This design comes from an exercise in tuning for small area and few clock cycles per item on the open sky130 flow, not from production work.
In this exercise RTL edits were held to simulation tests only and were not proved equivalent to the original.

==> inputs of v1 <==
==> flow/design.v (excerpt) <==
module invsqrt_top (
    input  logic        i_clk,
    input  logic        i_arst_n,
    input  logic        i_valid,
    output logic        o_ready,
    input  logic [31:0] i_x,
    output logic        o_valid,
    input  logic        i_ready,
    output logic [31:0] o_result,
    output logic        o_invalid_op,
    output logic        o_divide_by_zero
);
    localparam int K    = 7;
    logic [31:0] x;
    logic        x_valid;
    logic        out_ready;
    logic [31:0] x_q;
    logic        x_valid_q;
    assign o_ready = !x_valid_q || out_ready;
    assign x       = x_q;
    assign x_valid = x_valid_q;
    always_ff @(posedge i_clk or negedge i_arst_n) begin
        if (!i_arst_n) begin
            x_valid_q <= 1'b0;
        end else if (o_ready) begin
            x_valid_q <= i_valid;
        end
    end
    always_ff @(posedge i_clk) begin
        if (o_ready) begin
            x_q <= i_x;
        end
    end
    logic [31:0] x_in;
    assign x_in = i_x;
  ...
export LEC_CHECK = 0
export ABC_AREA = 1
export CAP_MARGIN = 25
export CORE_MARGIN = 2
export CORE_UTILIZATION = 35
export GPL_TIMING_DRIVEN = 0
export PLACE_DENSITY = 0.45
export SETUP_SLACK_MARGIN = 0.15
export SLEW_MARGIN = 25
create_clock -name core_clock -period 10.5 [get_ports {i_clk}]
standard.sh (not shown) runs the stock make flow with config.mk's settings and CLKGATE_MAP_FILE= SYNTH_SCRIPT=/design/flow/synth_recipe.tcl, a recipe that flattens the netlist after the stock synthesis.
==> flow/flow/run.sh <==
#!/bin/bash
# Standard layout, with one extra netlist step between synthesis and floorplan:
# flow/fixinv.py pushes inverters through full-adder cells (a full adder is
# self-dual), which removes inverters and leaves the logic, registers and ports as
# they were. Every port gets its own buffer, as in the standard flow, but the
# buffer is a buf_1 cell. Each tool's output goes to a log file in this folder.
set -euo pipefail
cp standard.sh log_standard_sh.txt
bash standard.sh synth > log_synth.txt 2>&1
R=$(dirname "$(find orfs/results -name 1_2_yosys.v | head -1)")
cp "$R/1_2_yosys.v" log_1_2_yosys_std.v.txt
python3 flow/fixinv.py "$R/1_2_yosys.v" "$R/1_2_yosys.fix.v" > log_fixinv.txt 2>&1
cp "$R/1_2_yosys.fix.v" "$R/1_2_yosys.v"
rm -f "$R/1_synth.odb"
bash standard.sh finish "BUFFER_PORTS_ARGS=-buffer_cell sky130_fd_sc_hd__buf_1" > log_finish.txt 2>&1
==> flow/flow/fixinv.py <==
#!/usr/bin/env python3
"""Push inverters through full adders in a flat sky130 netlist.

A full adder is self-dual: FA(~a,~b,~c) = (~sum, ~cout). Each fa cell may
therefore be fed complemented inputs, which complements its outputs. This script
chooses, per full adder, the polarity that needs the fewest inverters, then
rebuilds the inverters (one per signal that is needed complemented). Logic
function, registers and ports are unchanged.
usage: fixinv.py IN.v OUT.v
"""
import re, sys
from collections import defaultdict

OUTPINS = {'X', 'Y', 'Q', 'Q_N', 'SUM', 'COUT', 'HI', 'LO'}

def main(src, dst):
    lines = open(src).read().split('\n')
    head, insts, tail = [], [], []
    i = 0
    while i < len(lines) and not re.match(r'^\s+sky130_fd_sc_hd__\w+ \S', lines[i]):
        head.append(lines[i]); i += 1
    while i < len(lines):
        m = re.match(r'^\s+(sky130_fd_sc_hd__\w+) (.+?) \($', lines[i])
        if not m:
            break
        typ, name = m.group(1), m.group(2)
        pins = []
        i += 1
        while not re.match(r'^\s+\);$', lines[i]):
            pm = re.match(r'^\s+\.(\w+)\((.*)\),?$', lines[i])
            pins.append([pm.group(1), pm.group(2)])
            i += 1
        i += 1
        insts.append([typ, name, pins])
    tail = lines[i:]
    # ports
    ports = set()
    for l in head:
        m = re.match(r'^\s+(input|output)\s+(\[\d+:\d+\]\s+)?(\S+);', l)
        if m:
            ports.add(m.group(3))
    def isport(net):
        b = net.split('[')[0].strip()
        return b in ports
    isinv = lambda t: re.match(r'sky130_fd_sc_hd__(clk)?inv(lp)?_\d+$', t) is not None
    isfa = lambda t: re.match(r'sky130_fd_sc_hd__fa_\d+$', t) is not None
    drv = {}
    for k, (t, n, pins) in enumerate(insts):
        for p, net in pins:
            if p in OUTPINS:
                drv[net] = (k, p)
    # inverters kept as they are: those driving a port
    keep = set()
    for k, (t, n, pins) in enumerate(insts):
        if isinv(t):
            y = [net for p, net in pins if p == 'Y'][0]
            if isport(y):
                keep.add(k)
    def base(net):
        par = 0
        seen = 0
        while net in drv and isinv(insts[drv[net][0]][0]) and drv[net][0] not in keep:
            a = [x for p, x in insts[drv[net][0]][2] if p == 'A'][0]
            net = a; par ^= 1; seen += 1
            if seen > 50: break
        return net, par
    # consumers: (inst k, pin index) -> (source net, parity)
    cons = []
    for k, (t, n, pins) in enumerate(insts):
        if isinv(t) and k not in keep:
            continue
        for pi, (p, net) in enumerate(pins):
            if p in OUTPINS:
                continue
            if net.startswith("1'b") or net == '':
                continue
            s, par = base(net)
            cons.append((k, pi, s, par))
    fa_idx = [k for k, (t, n, p) in enumerate(insts) if isfa(t)]
    flip = defaultdict(int)
    srcflip = lambda s: flip[drv[s][0]] if (s in drv and isfa(insts[drv[s][0]][0])) else 0
    by_src = defaultdict(list)
    by_inst = defaultdict(list)
    for c in cons:
        by_src[c[2]].append(c)
        by_inst[c[0]].append(c)
    def req(c):
        k, pi, s, par = c
        r = par ^ srcflip(s)
        if isfa(insts[k][0]) and insts[k][2][pi][0] in ('A', 'B', 'CIN'):
            r ^= flip[k]
        return r
    def need(s):
        return any(req(c) for c in by_src[s])
    def outnets(k):
        return [net for p, net in insts[k][2] if p in ('SUM', 'COUT')]
    def affected(k):
        ss = set(c[2] for c in by_inst[k])
        ss.update(outnets(k))
        return ss
    before = sum(1 for s in by_src if need(s))
    import random, math
    rng = random.Random(12345)
    def greedy():
        changed = True; rounds = 0
        while changed and rounds < 50:
            changed = False; rounds += 1
            for k in fa_idx:
                A = affected(k)
                c0 = sum(1 for s in A if need(s))
                flip[k] ^= 1
                c1 = sum(1 for s in A if need(s))
                if c1 < c0:
                    changed = True
                else:
                    flip[k] ^= 1
    greedy()
    best = sum(1 for s in by_src if need(s)); bestflip = dict(flip)
    cur = best
    # simulated annealing over single full-adder flips
    T = 1.0
    steps = 40000
    for it in range(steps):
        k = fa_idx[rng.randrange(len(fa_idx))]
        A = affected(k)
        c0 = sum(1 for s in A if need(s))
        flip[k] ^= 1
        c1 = sum(1 for s in A if need(s))
        d = c1 - c0
        if d <= 0 or rng.random() < math.exp(-d / T):
            cur += d
            if cur < best:
                best = cur; bestflip = dict(flip)
        else:
            flip[k] ^= 1
        T = max(0.05, 1.0 * (1 - it / steps))
    flip.clear(); flip.update(bestflip)
    greedy()
    after = sum(1 for s in by_src if need(s))
    # rebuild
    invnet = {}
    newinst = []
    cnt = 0
    for s in sorted(by_src):
        if need(s):
            cnt += 1
            nn = 'fxinv_n%d' % cnt
            invnet[s] = nn
            newinst.append(['sky130_fd_sc_hd__inv_1', 'fxinv_%d' % cnt, [['A', s], ['Y', nn]]])
    for c in cons:
        k, pi, s, par = c
        insts[k][2][pi][1] = invnet[s] if req(c) else s
    out = [x for k, x in enumerate(insts) if not (isinv(x[0]) and k not in keep)]
    out += newinst
    # nets still used
    used = set()
    for t, n, pins in out:
        for p, net in pins:
            used.add(net)
    nh = []
    for l in head:
        m = re.match(r'^\s+wire\s+(\S+);$', l)
        if m and not isport(m.group(1)) and m.group(1) not in used and not m.group(1).startswith('['):
            continue
        nh.append(l)
    # insert new wire declarations before first instance
    for k in range(1, cnt + 1):
        nh.append('  wire fxinv_n%d;' % k)
    res = nh[:]
    for t, n, pins in out:
        res.append('  %s %s (' % (t, n))
        for j, (p, net) in enumerate(pins):
            res.append('    .%s(%s)%s' % (p, net, ',' if j < len(pins) - 1 else ''))
        res.append('  );')
    res += tail
    open(dst, 'w').write('\n'.join(res))
    ninv_old = sum(1 for t, n, p in insts if isinv(t))
    print('full adders %d, flipped %d, inverters %d -> %d (needed before %d, after %d, kept %d)'
          % (len(fa_idx), sum(flip[k] for k in fa_idx), ninv_old, cnt + len(keep), before, after, len(keep)))

if __name__ == '__main__':
    main(sys.argv[1], sys.argv[2])
==> v20: changes against v1 <==
==> flow/flow/run.sh (replaced) <==
#!/bin/bash
# Standard layout with two netlist steps between synthesis and floorplan:
#  flow/resyn.sh re-maps the combinational cells with a stronger area-oriented ABC
#  script (registers, full/half adders and ports untouched), and flow/fixinv.py
#  pushes inverters through the full adders (a full adder is self-dual).
# Each tool's output goes to a log file in this folder.
set -euo pipefail
cp standard.sh log_standard_sh.txt
bash standard.sh synth > log_synth.txt 2>&1
R=$(dirname "$(find orfs/results -name 1_2_yosys.v | head -1)")
cp "$R/1_2_yosys.v" log_1_2_yosys_std.v.txt
LIB="$FLOW_HOME/platforms/sky130hd/lib/sky130_fd_sc_hd__tt_025C_1v80.lib"
bash flow/resyn.sh "$R/1_2_yosys.v" "$R/1_2_yosys.rs.v" "$LIB" flow/dontuse.txt flow/heavy.abc > log_resyn.txt 2>&1
python3 flow/fixinv.py "$R/1_2_yosys.rs.v" "$R/1_2_yosys.fix.v" > log_fixinv.txt 2>&1
cp "$R/1_2_yosys.fix.v" "$R/1_2_yosys.v"
rm -f "$R/1_synth.odb"
bash standard.sh finish > log_finish.txt 2>&1
==> flow/flow/dontuse.txt (new file) <==
-dont_use sky130_fd_sc_hd__lpflow_bleeder_1 -dont_use sky130_fd_sc_hd__lpflow_clkbufkapwr_1 -dont_use sky130_fd_sc_hd__lpflow_clkbufkapwr_16 -dont_use sky130_fd_sc_hd__lpflow_clkbufkapwr_2 -dont_use sky130_fd_sc_hd__lpflow_clkbufkapwr_4 -dont_use sky130_fd_sc_hd__lpflow_clkbufkapwr_8 -dont_use sky130_fd_sc_hd__lpflow_clkinvkapwr_1 -dont_use sky130_fd_sc_hd__lpflow_clkinvkapwr_16 -dont_use sky130_fd_sc_hd__lpflow_clkinvkapwr_2 -dont_use sky130_fd_sc_hd__lpflow_clkinvkapwr_4 -dont_use sky130_fd_sc_hd__lpflow_clkinvkapwr_8 -dont_use sky130_fd_sc_hd__lpflow_decapkapwr_12 -dont_use sky130_fd_sc_hd__lpflow_decapkapwr_3 -dont_use sky130_fd_sc_hd__lpflow_decapkapwr_4 -dont_use sky130_fd_sc_hd__lpflow_decapkapwr_6 -dont_use sky130_fd_sc_hd__lpflow_decapkapwr_8 -dont_use sky130_fd_sc_hd__lpflow_inputiso0n_1 -dont_use sky130_fd_sc_hd__lpflow_inputiso0p_1 -dont_use sky130_fd_sc_hd__lpflow_inputiso1n_1 -dont_use sky130_fd_sc_hd__lpflow_inputiso1p_1 -dont_use sky130_fd_sc_hd__lpflow_inputisolatch_1 -dont_use sky130_fd_sc_hd__lpflow_isobufsrc_1 -dont_use sky130_fd_sc_hd__lpflow_isobufsrc_16 -dont_use sky130_fd_sc_hd__lpflow_isobufsrc_2 -dont_use sky130_fd_sc_hd__lpflow_isobufsrc_4 -dont_use sky130_fd_sc_hd__lpflow_isobufsrc_8 -dont_use sky130_fd_sc_hd__lpflow_isobufsrckapwr_16 -dont_use sky130_fd_sc_hd__lpflow_lsbuf_lh_hl_isowell_tap_1 -dont_use sky130_fd_sc_hd__lpflow_lsbuf_lh_hl_isowell_tap_2 -dont_use sky130_fd_sc_hd__lpflow_lsbuf_lh_hl_isowell_tap_4 -dont_use sky130_fd_sc_hd__lpflow_lsbuf_lh_isowell_4 -dont_use sky130_fd_sc_hd__lpflow_lsbuf_lh_isowell_tap_1 -dont_use sky130_fd_sc_hd__lpflow_lsbuf_lh_isowell_tap_2 -dont_use sky130_fd_sc_hd__lpflow_lsbuf_lh_isowell_tap_4 -dont_use sky130_fd_sc_hd__probe_p_8 -dont_use sky130_fd_sc_hd__probec_p_8 
==> flow/flow/heavy.abc (new file) <==
strash
balance
rewrite
refactor
balance
rewrite
rewrite -z
balance
refactor -z
rewrite -z
balance
dch -f
map -a
topo
==> flow/flow/resyn.sh (new file) <==
#!/bin/bash
# Re-map the combinational standard cells of a synthesized netlist with a stronger
# area-oriented ABC script. Registers, full/half adders and the tie cell are kept as
# they are (blackboxed); only the logic between them is re-mapped.
# usage: resyn.sh IN.v OUT.v LIB DONTUSEFILE ABCSCRIPT
set -euo pipefail
IN=$1; OUT=$2; LIB=$3; DU=$(cat "$4"); SC=$(realpath "$5")
YOSYS=yosys
[ -x "${FLOW_HOME:-/nonexistent}/../tools/install/yosys/bin/yosys" ] && YOSYS="$FLOW_HOME/../tools/install/yosys/bin/yosys"
cat > resyn.ys <<EOY
read_liberty -overwrite -ignore_miss_func $LIB
read_verilog $IN
hierarchy -top invsqrt_top
blackbox sky130_fd_sc_hd__fa_1 sky130_fd_sc_hd__fa_2 sky130_fd_sc_hd__fa_4 sky130_fd_sc_hd__ha_1 sky130_fd_sc_hd__ha_2 sky130_fd_sc_hd__ha_4 sky130_fd_sc_hd__edfxtp_1 sky130_fd_sc_hd__dfrtp_1 sky130_fd_sc_hd__dfxtp_1 sky130_fd_sc_hd__conb_1
flatten
opt_clean
stat
abc -liberty $LIB $DU -script $SC
opt_clean -purge
rename -hide w:*.*
rename -enumerate -pattern rs_%_
hierarchy -top invsqrt_top
stat
write_verilog -noattr -nohex -nodec $OUT
EOY
"$YOSYS" -s resyn.ys
- CORE_UTILIZATION: 35 -> 22
- PLACE_DENSITY: 0.45 -> 0.3
- SETUP_SLACK_MARGIN: 0.15 -> 0.1
==> v13: changes against v1 <==
--- a/flow/flow/run.sh
+++ b/flow/flow/run.sh
@@ -2,3 +2,4 @@
 # Standard layout, with one extra netlist step between synthesis and floorplan:
-# flow/fixinv.py pushes inverters through full-adder cells (a full adder is
+# flow/fixinv.py drops the buffers synthesis left in (placement re-buffers the nets
+# that need it) and pushes inverters through full-adder cells (a full adder is
 # self-dual), which removes inverters and leaves the logic, registers and ports as
--- a/flow/flow/fixinv.py
+++ b/flow/flow/fixinv.py
@@ -46,2 +46,29 @@
     isfa = lambda t: re.match(r'sky130_fd_sc_hd__fa_\d+$', t) is not None
+    # optional: drop the buffers synthesis left in (not those driving a port);
+    # the placer's repair re-buffers the nets that need it
+    import os
+    nbuf = 0
+    if os.environ.get('FIXINV_NOBUF', '1') == '1':
+        isbuf = lambda t: re.match(r'sky130_fd_sc_hd__(clk)?buf_\d+$', t) is not None
+        alias = {}
+        keepi = []
+        for t, n, pins in insts:
+            if isbuf(t):
+                a = [x for p, x in pins if p == 'A'][0]
+                y = [x for p, x in pins if p == 'X'][0]
+                if not isport(y):
+                    alias[y] = a
+                    nbuf += 1
+                    continue
+            keepi.append([t, n, pins])
+        def res(x):
+            seen = 0
+            while x in alias and seen < 100:
+                x = alias[x]; seen += 1
+            return x
+        for t, n, pins in keepi:
+            for pp in pins:
+                if pp[0] not in OUTPINS:
+                    pp[1] = res(pp[1])
+        insts[:] = keepi
     drv = {}
@@ -177,4 +204,4 @@
     ninv_old = sum(1 for t, n, p in insts if isinv(t))
-    print('full adders %d, flipped %d, inverters %d -> %d (needed before %d, after %d, kept %d)'
-          % (len(fa_idx), sum(flip[k] for k in fa_idx), ninv_old, cnt + len(keep), before, after, len(keep)))
+    print('buffers removed %d; full adders %d, flipped %d, inverters %d -> %d (needed before %d, after %d, kept %d)'
+          % (nbuf, len(fa_idx), sum(flip[k] for k in fa_idx), ninv_old, cnt + len(keep), before, after, len(keep)))
 
- CORE_UTILIZATION: 35 -> 45
- PLACE_DENSITY: 0.45 -> 0.55
- SETUP_SLACK_MARGIN: 0.15 -> 0.2
==> run summary <==
                                                                 v13            v20             v1
Placed insts                                                   2,758          3,237          3,034
Number of nets at the end of the flow                          2,712          2,701          2,797
Met3 WL                                                     15.51 mm       10.43 mm       18.69 mm
Count of multi-input gates                                     1,812          1,750          1,812
Vias post-DR                                                  19,290         18,330         20,240
Met1 layer usage reported by global route                     62.84%         44.19%         59.73%
Syn_nets                                                       2,584          2,543          2,688
Routability congestion estimate from global placement          1.131         0.9984          1.145
Inverters                                                        304            325            303
Run status                          no timing/DRC/antenna violations  no timing/DRC/antenna violations  no timing/DRC/antenna violations
Wire length per cell                                   33.63 microns  35.58 microns  39.08 microns
Measured slew at the worst slew-check pin                   1.125 ns       1.184 ns       1.257 ns
Sequential cell area share                                    12.25%         11.31%         11.92%
Final Instance Area                                    0.01880 sq mm  0.02036 sq mm  0.01931 sq mm
Testbench counts of v1, summed over its fixed seeds: cycles 32,016, items 32,000.
Testbench counts of v20, summed over its fixed seeds: cycles 32,016, items 32,000.
Testbench counts of v13, summed over its fixed seeds: cycles 32,016, items 32,000.

-- static timing again, ports no longer ideal --
The flow's constraints put no driver on any port. The routed layouts listed below were extracted and timed again, unchanged, in two steps.
Step 1 assumes that a clkbuf_16 drives the clock port and a buf_2 every other input.
Step 2 moves the port delays by t, midway between the first and last clock arrival at a register: inputs arrive t later, outputs are due t later. That takes back most of the time a late clock gives input paths.
Three values: no drivers, after step 1, after step 2; two values: the first two.
run	t, ns	slack for setup (ns)	worst setup path after step 2	clock arrival spread, ns	cell pins on the clock port's net
v1	0.449	0.253 / 0.253 / 0.253	register to register	0.023 / 0.023	1
v20	0.450	0.377 / 0.377 / 0.377	register to register	0.040 / 0.040	1
v13	0.422	0.392 / 0.392 / 0.392	register to register	0.017 / 0.017	1
After both steps every run listed still meets setup and hold.
